This design comes from an exercise in tuning for small area, a short achievable clock period and few clock cycles per item on the open sky130 flow, not from production work. Function was checked by simulation only, so behaviour that the tests miss may differ from the original. Power figures rest on the tool's default switching activity, not on a simulated workload.

==> flow/config.mk <==
export PLATFORM = sky130hd
export DESIGN_NAME = gpio_port_register_block
export DESIGN_NICKNAME = gpio_port_register_block
export VERILOG_FILES = /design/flow/design.v
export SDC_FILE = /design/flow/constraint.sdc
export NUM_CORES = 4
export LEC_CHECK = 0
export CAP_MARGIN = 20
export CORE_MARGIN = 2
export CORE_UTILIZATION = 55
export CTS_CLUSTER_DIAMETER = 60
export CTS_CLUSTER_SIZE = 24
export PLACE_DENSITY = 0.65
export SETUP_SLACK_MARGIN = 2.5
export SLEW_MARGIN = 20
==> flow/constraint.sdc <==
create_clock -name core_clock -period 5.0 [get_ports {clk}]
set_input_delay 1.0000 -clock core_clock [delete_from_list [all_inputs] [get_ports {clk}]]
set_output_delay 1.0000 -clock core_clock [all_outputs]
set_load 0.01 [all_outputs]
==> flow/design.v <==
package gpio_prb_pkg;
  localparam int PORT_COUNT_DEF = 5;
  localparam int PINS_PER_PORT_DEF = 16;
  localparam int PIN_W = 16;
  localparam int WORD_W = 32;
  localparam int KEY_BIT = 16;
  localparam int REG_MODE = 0;
  localparam int REG_TYPE = 1;
  localparam int REG_SPEED = 2;
  localparam int REG_PULL = 3;
  localparam int REG_INPUT = 4;
  localparam int REG_OUTPUT = 5;
  localparam int REG_SETRESET = 6;
  localparam int REG_LOCK = 7;
  localparam int REG_AFLOW = 8;
  localparam int REG_AFHIGH = 9;
  localparam int NSEL = 10;
  localparam logic [1:0] PH_IDLE = 2'd0;
  localparam logic [1:0] PH_FIRST = 2'd1;
  localparam logic [1:0] PH_CLEAR = 2'd2;
endpackage
module gpio_prb_ctrl
(
  input  logic clk,
  input  logic rst,
  input  logic s_tvalid,
  output logic s_tready,
  output logic m_tvalid,
  input  logic m_tready,
  output logic exec,        
  output logic r_load       
);
  logic r_v;
  assign m_tvalid = r_v;
  assign r_load = ~r_v | m_tready;
  assign s_tready = r_load;
  assign exec = s_tvalid & r_load;    
  always_ff @(posedge clk) begin
    if (rst) r_v <= 1'b0;
    else if (r_load) r_v <= s_tvalid;
  end
endmodule
module gpio_prb_datapath
#(
  parameter int PORT_COUNT = gpio_prb_pkg::PORT_COUNT_DEF,
  parameter int PINS_PER_PORT = gpio_prb_pkg::PINS_PER_PORT_DEF
) (
  input  logic         clk,
  input  logic         rst,
  input  logic         exec,
  input  logic         r_load,
  input  logic         in_mode,
  input  logic [2:0]   in_port_index,
  input  logic [3:0]   in_reg_select,
  input  logic [31:0]  in_write_data,
  input  logic [15:0]  in_pin_levels,
  output logic [64:0]  reply
);
  localparam int NP = PORT_COUNT;
  localparam int NSEL = gpio_prb_pkg::NSEL;
  logic              a_wr;
  logic [NP-1:0]     a_port;    
  logic [NSEL-1:0]   a_sel;     
  logic [31:0]       a_data;
  logic [15:0]       a_lev;
  always_comb begin
    for (int i = 0; i < NP; i++) a_port[i] = (in_port_index == 3'(i));
    for (int j = 0; j < NSEL; j++) a_sel[j] = (in_reg_select == 4'(j));
  end
  assign a_wr = in_mode;
  assign a_data = in_write_data;
  assign a_lev = in_pin_levels;
  logic [31:0] mode_q   [NP];
  logic [15:0] type_q   [NP];
  logic [31:0] speed_q  [NP];
  logic [31:0] pull_q   [NP];
  logic [15:0] latch_q  [NP];
  logic [31:0] aflow_q  [NP];
  logic [31:0] afhigh_q [NP];
  logic [15:0] lpins_q  [NP];
  logic        key_q    [NP];
  logic [1:0]  phase_q  [NP];
  logic [31:0] dz;       
  logic [15:0] sr_hit;   
  logic [NSEL-1:0] wsel;
  logic [15:0] freep    [NP];
  logic        go_lock  [NP];
  assign dz = a_data & {32{~rst}};
  assign sr_hit = a_data[15:0] | a_data[31:16];
  assign wsel = a_sel & {NSEL{a_wr}};
  for (genvar i = 0; i < NP; i++) begin : g_port
    logic        hit;
    logic [15:0] en_mode, en_type, en_speed, en_pull, en_latch, en_af;
    logic        lk_w, lk_match, go_clear;
    assign hit = a_port[i];
    assign freep[i] = ~(lpins_q[i] & {16{key_q[i]}});
    for (genvar p = 0; p < 16; p++) begin : g_pin
      assign en_mode[p]  = rst | (exec & (hit & wsel[gpio_prb_pkg::REG_MODE]  & freep[i][p]));
      assign en_type[p]  = rst | (exec & (hit & wsel[gpio_prb_pkg::REG_TYPE]  & freep[i][p]));
      assign en_speed[p] = rst | (exec & (hit & wsel[gpio_prb_pkg::REG_SPEED] & freep[i][p]));
      assign en_pull[p]  = rst | (exec & (hit & wsel[gpio_prb_pkg::REG_PULL]  & freep[i][p]));
      assign en_af[p]    = rst | (exec & (hit & wsel[(p < 8) ? gpio_prb_pkg::REG_AFLOW : gpio_prb_pkg::REG_AFHIGH] & freep[i][p]));
      assign en_latch[p] = rst | (exec & ((hit & wsel[gpio_prb_pkg::REG_OUTPUT])
                                        | (hit & wsel[gpio_prb_pkg::REG_SETRESET] & sr_hit[p])));
      always_ff @(posedge clk) begin
        if (en_mode[p]) mode_q[i][2*p +: 2] <= dz[2*p +: 2];
        if (en_type[p]) type_q[i][p] <= dz[p];
        if (en_speed[p]) speed_q[i][2*p +: 2] <= dz[2*p +: 2];
        if (en_pull[p]) pull_q[i][2*p +: 2] <= dz[2*p +: 2];
        if (en_latch[p]) latch_q[i][p] <= dz[p];
      end
      if (p < 8) begin : g_afl
        always_ff @(posedge clk) if (en_af[p]) aflow_q[i][4*p +: 4] <= dz[4*p +: 4];
      end else begin : g_afh
        always_ff @(posedge clk) if (en_af[p]) afhigh_q[i][4*(p-8) +: 4] <= dz[4*(p-8) +: 4];
      end
    end
    assign lk_w = exec & (hit & wsel[gpio_prb_pkg::REG_LOCK] & ~key_q[i]);
    assign lk_match = (a_data[15:0] == lpins_q[i]);
    assign go_clear = (phase_q[i] == gpio_prb_pkg::PH_FIRST) & ~a_data[16] & lk_match;
    assign go_lock[i] = (phase_q[i] == gpio_prb_pkg::PH_CLEAR) & a_data[16] & lk_match;
    always_ff @(posedge clk) begin
      if (rst | lk_w) lpins_q[i] <= dz[15:0];
      if (rst) key_q[i] <= 1'b0;
      else if (lk_w & go_lock[i]) key_q[i] <= 1'b1;
      if (rst) phase_q[i] <= gpio_prb_pkg::PH_IDLE;
      else if (lk_w) begin
        if (go_clear) phase_q[i] <= gpio_prb_pkg::PH_CLEAR;
        else if (go_lock[i]) phase_q[i] <= gpio_prb_pkg::PH_IDLE;
        else phase_q[i] <= a_data[16] ? gpio_prb_pkg::PH_FIRST : gpio_prb_pkg::PH_IDLE;
      end
    end
  end
  logic [31:0] rd;
  logic [31:0] mode_s;
  logic [15:0] latch_s;
  logic [15:0] free_s;
  logic        key_s;
  logic        lock_s;     
  logic [31:0] mode_a;
  logic [15:0] drive_a;
  logic [15:0] oe_a;
  logic        key_a;
  logic [NSEL-1:0] rsel;
  logic [NSEL-1:0] wsel_r;
  logic [64:0] new_reply;
  assign rsel = a_sel & {NSEL{~a_wr}};
  assign wsel_r = wsel & {NSEL{in_port_index < 3'(NP)}};
  always_comb begin
    rd = '0;
    mode_s = '0;
    latch_s = '0;
    free_s = '0;
    key_s = 1'b0;
    lock_s = 1'b0;
    for (int i = 0; i < NP; i++) begin
      rd = rd
         | ({32{a_port[i] & rsel[gpio_prb_pkg::REG_TYPE]}}   & {16'h0, type_q[i]})
         | ({32{a_port[i] & rsel[gpio_prb_pkg::REG_SPEED]}}  & speed_q[i])
         | ({32{a_port[i] & rsel[gpio_prb_pkg::REG_PULL]}}   & pull_q[i])
         | ({32{a_port[i] & rsel[gpio_prb_pkg::REG_LOCK]}}   & {15'h0, key_q[i], lpins_q[i]})
         | ({32{a_port[i] & rsel[gpio_prb_pkg::REG_AFLOW]}}  & aflow_q[i])
         | ({32{a_port[i] & rsel[gpio_prb_pkg::REG_AFHIGH]}} & afhigh_q[i]);
      mode_s = mode_s | ({32{a_port[i]}} & mode_q[i]);
      latch_s = latch_s | ({16{a_port[i]}} & latch_q[i]);
      free_s = free_s | ({16{a_port[i]}} & freep[i]);
      key_s = key_s | (a_port[i] & key_q[i]);
      lock_s = lock_s | (a_port[i] & go_lock[i]);
    end
    rd = rd
       | ({32{rsel[gpio_prb_pkg::REG_MODE]}} & mode_s)
       | ({32{rsel[gpio_prb_pkg::REG_OUTPUT]}} & {16'h0, latch_s})
       | ({32{rsel[gpio_prb_pkg::REG_INPUT] && (in_port_index < 3'(NP))}} & {16'h0, a_lev});
    for (int p = 0; p < 16; p++) begin
      mode_a[2*p +: 2] = (wsel_r[gpio_prb_pkg::REG_MODE] & free_s[p]) ? a_data[2*p +: 2] : mode_s[2*p +: 2];
      oe_a[p] = (mode_a[2*p +: 2] == 2'b01);
    end
    drive_a = wsel_r[gpio_prb_pkg::REG_OUTPUT] ? a_data[15:0]
            : wsel_r[gpio_prb_pkg::REG_SETRESET] ? ((latch_s & ~a_data[31:16]) | a_data[15:0])
            : latch_s;
    key_a = key_s | (wsel_r[gpio_prb_pkg::REG_LOCK] & lock_s);
  end
  assign new_reply = {key_a, oe_a, drive_a, rd};
  logic [64:0] r_q;
  always_ff @(posedge clk) begin
    if (r_load) r_q <= new_reply;
  end
  assign reply = r_q;
endmodule
module gpio_port_register_block
#(
  parameter int PORT_COUNT = gpio_prb_pkg::PORT_COUNT_DEF,
  parameter int PINS_PER_PORT = gpio_prb_pkg::PINS_PER_PORT_DEF
) (
  input  logic        clk,
  input  logic        rst,
  input  logic        s_tvalid,
  output logic        s_tready,
  input  logic [47:0] s_tdata,   
  input  logic [7:0]  s_tuser,   
  output logic        m_tvalid,
  input  logic        m_tready,
  output logic [71:0] m_tdata    
);
  logic        exec;
  logic        r_load;
  logic [64:0] reply;
  gpio_prb_ctrl u_ctrl (
    .clk      (clk),
    .rst      (rst),
    .s_tvalid (s_tvalid),
    .s_tready (s_tready),
    .m_tvalid (m_tvalid),
    .m_tready (m_tready),
    .exec     (exec),
    .r_load   (r_load)
  );
  gpio_prb_datapath #(
    .PORT_COUNT    (PORT_COUNT),
    .PINS_PER_PORT (PINS_PER_PORT)
  ) u_datapath (
    .clk           (clk),
    .rst           (rst),
    .exec          (exec),
    .r_load        (r_load),
    .in_mode       (s_tuser[0]),
    .in_port_index (s_tuser[3:1]),
    .in_reg_select (s_tuser[7:4]),
    .in_write_data (s_tdata[31:0]),
    .in_pin_levels (s_tdata[47:32]),
    .reply         (reply)
  );
  assign m_tdata = {7'h0, reply};
endmodule
==> flow/flow/run.sh <==
#!/bin/bash
# The standard layout (standard.sh: ORFS synthesis to finish, unchanged), except that the
# port buffers ORFS inserts on every input and output are buf_4 cells instead of its default
# pick (clkdlybuf4s50_1, a slow delay buffer). ORFS's own logs stay under orfs/logs/.
set -euo pipefail
export BUFFER_PORTS_ARGS="-buffer_cell sky130_fd_sc_hd__buf_4"
bash standard.sh finish > standard.log 2>&1
==> flow/standard.sh <==
#!/bin/bash
# synth_recipe.tcl (not shown) runs the flow's synth.tcl, then flattens the netlist and writes it again
# the make line also repeats each setting of config.mk as NAME=value (left out here)
make -C /OpenROAD-flow-scripts/flow DESIGN_CONFIG=/design/flow/config.mk WORK_HOME=/design/flow/orfs CLKGATE_MAP_FILE= SYNTH_SCRIPT=/design/flow/synth_recipe.tcl "${@:-finish}"
==> results.cfg <==
[timing]
tns_ps = 0
rsz0062_at_grt = true
final.period_utilization = 0.547
worst_pin_slew_ps = 1050
drv_slew = 0
relSlewSlack = 0.298
hold_viol = 0
fin_crit_ps = 2730
skew_ps = 45.2
fmax_mhz = 366
setup_viol = 0

[grt]
grt_max_degree = 142
met3_usage = 0.220
grt.total_usage = 0.505
gr-usage-met1 = 0.645
top_usage_layer = met2
overflow = 0
antenna_found_initial = 23
grt_pass1_vias = 35700
met2_usage = 0.700
grt_pass1_wl_um = 307000

[power]
netSwitchingPower_mw = 5.81
vdd_drop_max_mv = 0.315
p_seq_frac = 0.535
leakage_nw = 20.8
p_sw_frac = 0.274
internal_power_mw = 15.4
pwr-share-clk = 0.371
pwr-share-comb = 0.094
p_total_mw = 21.2
power.density_mw_per_mm2 = 359

[critical_path]
cpMostUsedCell = buf_4
rr_startpoint = u_datapath.lpins_q[3][14]
cp-end-kind = flop
startpoint_type = input pin
reg2reg_depth = 6
cp_slowest_stage_delay_ps = 630
setup.worst_path.class = in -> reg
worst-r2r-setup-slack_ps = 2470
worstSetupEndpoint = u_datapath.aflow_q[0][4]
crit_start = s_tuser[3]
crit_path_top_delay_cell = o21bai_2
r2r_end = u_datapath.r_q[64]
crit_chain = buf_16 > buf_16 > buf_4 > buf_6 > nor3_4 > buf_4 > nand2_1 > buf_4 > o21bai_2
crit_required_ps = 5300
crit_fanout = 8
arrival_ps = 3040

[synth]
synthTopCellsByArea = edfxtp_1, o21bai_1, a22oi_1
synth_top_family_by_area = compound AO/OA/AOI/OAI gates
async_reset_ff_frac = 0
syn_inst = 3449
synth_area_leader_cell = edfxtp_1
synth_compound_area_frac = 0.185
synth_xor_area_frac = 0.0144
synthAdderAreaFrac = 0
synth-main-ff-cell = edfxtp_1
yosys_warnings = 14
syn-mean-instance-area_um2 = 14.1
yosys.area.top_type_share = 0.681
yosys.area_share.simple = 0.0676
ys_seq_elements = 1121
synth_edf_count = 1105
synth.distinct_cells = 67
syn_area_mm2 = 0.0487
synth_mux_area_frac = 0.0169
yosysSeqAreaShare = 0.688

[routing]
via_count = 39200
wl_per_cell_um = 46.9
drt-vias-per-instance = 7.82
ant_nets = 0
first_pass_iters = 12
drc = 0
wl_um = 235000
drt_iter0_markers = 8352

[cells_and_area]
ff_latch_area_mm2 = 0.0335
drive_gt1_frac = 0.268
final_common_cell = edfxtp_1
area_growth_pct = 21.1
mostFrequentLayoutCells = edfxtp_1, o21bai_1, buf_4
fillers = 6387
post-route-cell-area_mm2 = 0.0590
nNetsFinal = 3817
multiInputGateArea_mm2 = 0.0157

[die]
io_pins = 134
start_util = 0.553
fp.dieW_um = 302
dieArea_mm2 = 0.0910
num_rows = 109
core_area_mm2 = 0.0881
die_h_um = 302

[clock_network]
holdBufCountCts = 0
path_clk_slew_ps = 80
clockBufferDepth = 3
htreeDepth = 3
tritoncts = built
numCtsBuffers = 88
insertion_delay_ps = 700
numClockSinks = 1121
root_buffer = clkbuf_16

[place]
dp_hpwl_um = 152000
placed_cell_area_mm2 = 0.0526
port-buffer-count = 126
gp_congestion = 1.10

[worst_hold_path]
hold_path.class = reg -> reg

[job]
drv_cap = 0

[status]
outcome = no timing/DRC/antenna violations
## worst max-delay path: cells and delay by family
kind	cells	cell delay, ps
simple gates	2	340
compound gates	1	630
buf+inv	6	1030
## Yosys cell counts, types with 20 or more instances
master / instances
edfxtp_1: 1105
o21bai_1: 480
a22oi_1: 395
nand2_1: 286
a21oi_1: 135
clkbuf_1: 134
buf_2: 94
nor2_1: 80
nand4_1: 72
mux2i_1: 52
xor2_1: 48
buf_4: 44
xnor2_1: 32
a22o_1: 30
nor2b_1: 30
o21ai_0: 29
nor3_1: 28
a221oi_1: 25
o22ai_1: 25
nor4_1: 24
a222oi_1: 23
nor3_2: 20
## final cells by class
cell class / instances / share of cell area
multi-input combinational: 2046 / 0.266
inverter: 10 / 0.000636
antenna: 14 / 0.000594
clock inverter: 71 / 0.0166
clock buffer: 91 / 0.0382
timing repair buffer: 490 / 0.0852
tap: 1165 / 0.0247
sequential: 1121 / 0.568
## per-layer routing
| metal | share of wire | wire [um] |
|---|---|---|
| met1 | 0.33 | 77500 |
| met2 | 0.41 | 95500 |
| met3 | 0.17 | 40900 |
| met4 | 0.089 | 20900 |
| met5 | 0.00055 | 130 |
## sequential cells by signal, summed over array words and instances, names as in the netlist, 80 cells and up
register / count
u_datapath.afhigh_q: 160
u_datapath.aflow_q: 160
u_datapath.mode_q: 160
u_datapath.pull_q: 160
u_datapath.speed_q: 160
u_datapath.latch_q: 80
u_datapath.lpins_q: 80
u_datapath.type_q: 80
## per-stage QoR
stage	cells	utilization	worst slack, ps	hold slack [ps]
after CTS	4936	0.656	2340	467
after global routing	4997	0.669	2360	513
after global placement	4658	0.597	949	450
after detailed placement	4658	0.597	931	457
after floorplan	3455	-	2080	440
final	5008	0.670	2270	471
## power by group through the flow
| stage | Clock (mW) | Sequential, mW | Combinational (mW) |
|---|---|---|---|
| global placement | 0 | 11.5 | 1.67 |
| floorplan | 0 | 11.3 | 0.903 |
| finish | 7.87 | 11.3 | 2.00 |
| detailed placement | 0 | 11.5 | 1.69 |
| global route | 8.14 | 11.3 | 1.99 |
| CTS | 7.82 | 11.3 | 1.83 |
## timing repair
action                      CTS  global route
setup endpoints to repair  1026           389
pin swaps                    38            42
cloned                        8             5
hold endpoints to repair      0             0
gates resized for setup     137           119
setup buffers               108            53
## how the worst min path moves through the flow
stage | from | end | slack [ps] | cells after the start
floorplan | u_datapath.phase_q[3][0] | u_datapath.phase_q[3][0] | 440 | 2
global placement | u_datapath.phase_q[0][1] | u_datapath.phase_q[0][1] | 450 | 2
detailed placement | u_datapath.phase_q[0][1] | u_datapath.phase_q[0][1] | 460 | 2
CTS | u_datapath.phase_q[0][1] | u_datapath.phase_q[0][1] | 470 | 2
global route | u_datapath.phase_q[2][0] | u_datapath.phase_q[2][0] | 510 | 2
finish | u_datapath.phase_q[0][1] | u_datapath.phase_q[0][1] | 470 | 2
## cells by family after synthesis
logic type	after synthesis
AND/OR/NAND/NOR	654
flip-flops	1121
XOR/XNOR	80
other	1
AO/OA/AOI/OAI	1231
multiplexers	71
buffers and inverters	291
Testbench counts, summed over its fixed seeds: cycles 4,808, items 4,800.

what the ideal ports hide:
Ports are ideal in the flow. The routed layout listed here was re-timed in OpenROAD.
Step 1 (the two cells are an assumption about what drives the block):
set clk [get_ports {clk}]
set_driving_cell -lib_cell sky130_fd_sc_hd__clkbuf_16 $clk
set_driving_cell -lib_cell sky130_fd_sc_hd__buf_2 [delete_from_list [all_inputs] $clk]
Step 2 moves the port delays by t, midway between the first and last clock arrival at a register: inputs arrive t later, outputs are due t later. That takes back most of the time a late clock gives input paths.
Three values: no drivers, after step 1, after step 2; two values: the first two.
t (ns): 0.744
slack for setup (ns): 2.266 / 2.226 / 1.481
clock arrival spread, ns: 0.047 / 0.047
worst data-port slew with drivers (ns): 0.31
After both steps setup and hold are still met in this run. The setup slack of this run moves by -0.040 ns with the drivers and by -0.785 ns with both steps.
